Context: an optimization exercise on an open-source flow, tuned for small area, a short achievable clock period and few clock cycles. The choices shown serve that exercise and are no tape-out recipe. Function was checked by simulation only, so behaviour that the tests miss may differ from the original. Power is estimated from default activity; no workload was simulated.

==> module sha256_msg_feeder, before the edit <==
module sha256_msg_feeder
#(
   parameter logic [frost_pkg::DIGEST_W-1:0] IV = frost_pkg::SHA256_IV
)
(
   input  logic                clk,
   input  logic                rst,
   input  logic [7:0]          s_data,
   input  logic                s_valid,
   input  logic                s_last,
   output logic                s_ready,
   output logic                core_start,
   output logic [frost_pkg::BLOCK_W-1:0]  core_block,
   output logic [frost_pkg::DIGEST_W-1:0] core_hash_in,
   input  logic [frost_pkg::DIGEST_W-1:0] core_hash_out,
   input  logic                core_done,
   output logic [frost_pkg::DIGEST_W-1:0] digest,
   output logic                digest_valid,
   output logic                busy
);
   frost_pkg::fill_state_t fst, fst_n;
   logic [6:0] fcnt;                        
   logic [frost_pkg::LEN_W-1:0] len;        
   logic fresh;                             
   logic len_here;                          
   logic f_first, f_last;                   
   logic c_last;                            
   logic rdy_r, start_r, inflight, dv_r, busy_r;
   logic [1:0] ocnt;                        
   logic [frost_pkg::DIGEST_W-1:0] chain;
   logic [7:0] fb;
   logic acc, shift, xfer, done, dv_n, end_msg;
   logic shift_n, xfer_n, nfull_r, ndata_r, xa_n, xb_n, full_nx, inflight_nx, f_first_nx;
   logic hold_c, ninfl_r, xc_n;
   logic rdy_n, nstart;                     
   logic [1:0] ocnt_n;
   logic [5:0] pos;
   assign s_ready = rdy_r && !rst;
   assign core_start = start_r && !rst;
   assign busy = busy_r && !rst;
   assign digest_valid = dv_r;
   assign digest = chain;
   assign core_hash_in = chain;
   assign pos = fcnt[5:0];
   assign acc = s_valid && !rdy_n;
   assign done = core_done && inflight;
   assign shift = nfull_r && (ndata_r || s_valid);
   assign shift_n = fcnt[6] || (fst == frost_pkg::DATA && !s_valid);
   assign xfer = fcnt[6] && nstart && (!inflight || (core_done && !f_first));
   assign xfer_n = xa_n && (xb_n || !core_done);
   assign hold_c = (ninfl_r || !core_done) && xc_n;
   assign full_nx = !xfer && (fcnt[6] || (shift && fcnt[5:0] == 6'd63));
   assign inflight_nx = !nstart || (inflight && !done);
   assign f_first_nx = (shift && pos == 6'd0) ? fst == frost_pkg::DATA && fresh : f_first;
   assign end_msg = shift && fst == frost_pkg::ZERO && len_here && pos == 6'd63;
   assign dv_n = done && c_last;
   always_comb begin
      fb = 8'h00;
      case (fst)
         frost_pkg::DATA: fb = s_data;
         frost_pkg::PAD:  fb = 8'h80;
         default:
            if (len_here)
               case (pos)
                  6'd61: fb = {5'b0, len[15:13]};
                  6'd62: fb = len[12:5];
                  6'd63: fb = {len[4:0], 3'b000};
                  default: fb = 8'h00;
               endcase
      endcase
   end
   always_comb begin
      fst_n = fst;
      case (fst)
         frost_pkg::DATA: if (acc && s_last) fst_n = frost_pkg::PAD;
         frost_pkg::PAD:  if (shift) fst_n = frost_pkg::ZERO;
         default:         if (end_msg) fst_n = frost_pkg::DATA;
      endcase
   end
   assign ocnt_n = ocnt + {1'b0, acc && fresh} - {1'b0, dv_r};
   sha256_block_builder u_builder (
      .clk(clk),
      .shift(shift),
      .shift_n(shift_n),
      .data(fb),
      .load(xfer),
      .load_n(xfer_n),
      .block(core_block)
   );
   always_ff @(posedge clk)
      if (rst) begin
         fst <= frost_pkg::DATA;
         fcnt <= '0;
         len <= '0;
         fresh <= 1'b1;
         len_here <= 1'b0;
         rdy_r <= 1'b1;
         rdy_n <= 1'b0;
         start_r <= 1'b0;
         nstart <= 1'b1;
         inflight <= 1'b0;
         dv_r <= 1'b0;
         ocnt <= '0;
         busy_r <= 1'b0;
         nfull_r <= 1'b1;
         ndata_r <= 1'b0;
         xa_n <= 1'b1;
         xb_n <= 1'b1;
         ninfl_r <= 1'b1;
         xc_n <= 1'b1;
      end else begin
         ninfl_r <= !inflight_nx;
         xc_n <= !(full_nx && !xfer && !inflight_nx && f_first_nx);
         nfull_r <= !full_nx;
         ndata_r <= fst_n != frost_pkg::DATA;
         xa_n <= !(full_nx && !xfer && !inflight_nx);
         xb_n <= !(full_nx && !xfer && inflight_nx && !f_first_nx);
         fst <= fst_n;
         if (xfer) fcnt <= '0;
         else if (shift) fcnt <= fcnt + 7'd1;
         if (acc) begin
            len <= len + 1'b1;
            fresh <= 1'b0;
         end
         if (end_msg) begin
            len <= '0;
            fresh <= 1'b1;
         end
         if (fst == frost_pkg::PAD && shift) len_here <= pos < 6'd56 || pos == 6'd63;
         else if (shift && pos == 6'd63) len_here <= 1'b1;
         rdy_r <= fst_n == frost_pkg::DATA && !(xfer ? 1'b0 : (shift ? fcnt == 7'd63 : fcnt[6]));
         rdy_n <= !(fst_n == frost_pkg::DATA && !(xfer ? 1'b0 : (shift ? fcnt == 7'd63 : fcnt[6])));
         start_r <= xfer;
         nstart <= !xfer;
         inflight <= inflight_nx;
         dv_r <= dv_n;
         ocnt <= ocnt_n;
         busy_r <= ocnt_n != {1'b0, dv_n};
      end
   always_ff @(posedge clk) begin
      f_first <= f_first_nx;
      if (shift && pos == 6'd63) f_last <= fst == frost_pkg::ZERO && len_here;
      if (xfer) c_last <= f_last;
      chain <= (IV & (core_hash_out | {frost_pkg::DIGEST_W{!done}})
                   & (chain | {frost_pkg::DIGEST_W{!hold_c}}))
             | (~IV & ((core_hash_out & {frost_pkg::DIGEST_W{done}})
                     | (chain & {frost_pkg::DIGEST_W{hold_c}})));
   end
endmodule
clock: 5.0 ns
lec_check: 0
cap_margin: 20
core_area: 8 8 276 276
die_area: 0 0 284 284
setup_slack_margin: 2.7
slew_margin: 20
standard.sh (not shown) runs the stock make flow with config.mk's settings and CLKGATE_MAP_FILE= SYNTH_SCRIPT=/design/flow/synth_recipe.tcl, a recipe that flattens the netlist after the stock synthesis.
==> flow/flow/run.sh <==
#!/bin/bash
# The standard ORFS layout (the standard.sh, synthesis unchanged) with these changes:
#  - port buffers are buf_1 instead of the delay cell buffer_ports picks by default;
#  - pins may sit one routing track apart, so the die can be smaller than 1299 pins would
#    otherwise allow (die and core areas are in config.mk); rst and the three outputs it
#    gates (s_ready, core_start, busy) are kept together on the die edge, and so are
#    core_hash_out[i], digest[i] and core_hash_in[i] for each i (all three meet at chain[i]);
#  - before resizing, near_pins.tcl moves the cells of those rst-gated output paths next to
#    their pins and sizes them up (detailed placement legalizes them);
#  - the clock tree is built from clkbuf_16 with sink clusters of at most 25 and no dummy loads.
# Every tool's output goes to standard.log in the work folder; ORFS's own per-step logs stay
# under orfs/logs/.
set -euo pipefail
cd "$(dirname "$0")/.."
export BUFFER_PORTS_ARGS="-buffer_cell sky130_fd_sc_hd__buf_1"
G="-group_pins {rst s_ready core_start busy}"
for i in $(seq 0 255); do G="$G -group_pins {core_hash_out[$i] digest[$i] core_hash_in[$i]}"; done
export PLACE_PINS_ARGS="-min_distance 1 -min_distance_in_tracks $G"
export PRE_RESIZE_TCL="$PWD/flow/near_pins.tcl"
export CTS_ARGS="-sink_clustering_enable -repair_clock_nets -dont_use_dummy_load -buf_list sky130_fd_sc_hd__clkbuf_16 -sink_clustering_size 25 -sink_clustering_max_diameter 70"
bash standard.sh > standard.log 2>&1
Other scripts of this flow, unchanged in this note and not shown: flow/flow/near_pins.tcl
The baseline finished clean.
Testbench counts at the start, summed over its fixed seeds: cycles 63,007.
Then changed:
--- a/flow/design.v
+++ b/flow/design.v
@@ -55,29 +55,28 @@
    logic [frost_pkg::DIGEST_W-1:0] chain;
    logic [7:0] fb;
    logic acc, shift, xfer, done, dv_n, end_msg;
    logic shift_n, xfer_n, nfull_r, ndata_r, xa_n, xb_n, full_nx, inflight_nx, f_first_nx;
    logic hold_c, ninfl_r, xc_n;
-   logic rdy_n, nstart;                     
    logic [1:0] ocnt_n;
    logic [5:0] pos;
    assign s_ready = rdy_r && !rst;
    assign core_start = start_r && !rst;
    assign busy = busy_r && !rst;
    assign digest_valid = dv_r;
    assign digest = chain;
    assign core_hash_in = chain;
    assign pos = fcnt[5:0];
-   assign acc = s_valid && !rdy_n;
+   assign acc = s_valid && rdy_r;
    assign done = core_done && inflight;
    assign shift = nfull_r && (ndata_r || s_valid);
    assign shift_n = fcnt[6] || (fst == frost_pkg::DATA && !s_valid);
-   assign xfer = fcnt[6] && nstart && (!inflight || (core_done && !f_first));
+   assign xfer = fcnt[6] && !start_r && (!inflight || (core_done && !f_first));
    assign xfer_n = xa_n && (xb_n || !core_done);
    assign hold_c = (ninfl_r || !core_done) && xc_n;
    assign full_nx = !xfer && (fcnt[6] || (shift && fcnt[5:0] == 6'd63));
-   assign inflight_nx = !nstart || (inflight && !done);
+   assign inflight_nx = start_r || (inflight && !done);
    assign f_first_nx = (shift && pos == 6'd0) ? fst == frost_pkg::DATA && fresh : f_first;
    assign end_msg = shift && fst == frost_pkg::ZERO && len_here && pos == 6'd63;
    assign dv_n = done && c_last;
    always_comb begin
       fb = 8'h00;
@@ -118,13 +117,11 @@
          fcnt <= '0;
          len <= '0;
          fresh <= 1'b1;
          len_here <= 1'b0;
          rdy_r <= 1'b1;
-         rdy_n <= 1'b0;
          start_r <= 1'b0;
-         nstart <= 1'b1;
          inflight <= 1'b0;
          dv_r <= 1'b0;
          ocnt <= '0;
          busy_r <= 1'b0;
          nfull_r <= 1'b1;
@@ -152,13 +149,11 @@
             fresh <= 1'b1;
          end
          if (fst == frost_pkg::PAD && shift) len_here <= pos < 6'd56 || pos == 6'd63;
          else if (shift && pos == 6'd63) len_here <= 1'b1;
          rdy_r <= fst_n == frost_pkg::DATA && !(xfer ? 1'b0 : (shift ? fcnt == 7'd63 : fcnt[6]));
-         rdy_n <= !(fst_n == frost_pkg::DATA && !(xfer ? 1'b0 : (shift ? fcnt == 7'd63 : fcnt[6])));
          start_r <= xfer;
-         nstart <= !xfer;
          inflight <= inflight_nx;
          dv_r <= dv_n;
          ocnt <= ocnt_n;
          busy_r <= ocnt_n != {1'b0, dv_n};
       end
The new run produced a clean layout.
Final area barely changes.
Synthesized area is about the same.
Via count falls by 0.31%.
Total power goes down by 6.9%.
Hold slack hardly moves.
Testbench counts after the change, summed over its fixed seeds: cycles 63,007.

[what the ideal ports hide]
No port has a modelled driver above. Below, the same layouts with a new extraction and two added sets of constraints. Step 1, drivers: a clkbuf_16 drives clk and a buf_2 each remaining input, both assumed. Step 2 also shifts input and output timing later by t, the mid clock arrival at the registers, as if the neighbouring blocks saw the same clock. a / b / c = no drivers / after step 1 / after step 2; a / b = the first two.
run | t, ns | setup WS [ns] | pins driven straight from the clock port
the first run | 0.704 | 2.672 / 2.605 / 1.979 | 1
the second run | 0.716 | 2.643 / 2.569 / 2.003 | 1
After both steps every run listed still meets setup and hold. For the first run, which loses most, drivers alone change the setup slack by -0.067 ns; drivers and shift together by -0.693 ns.
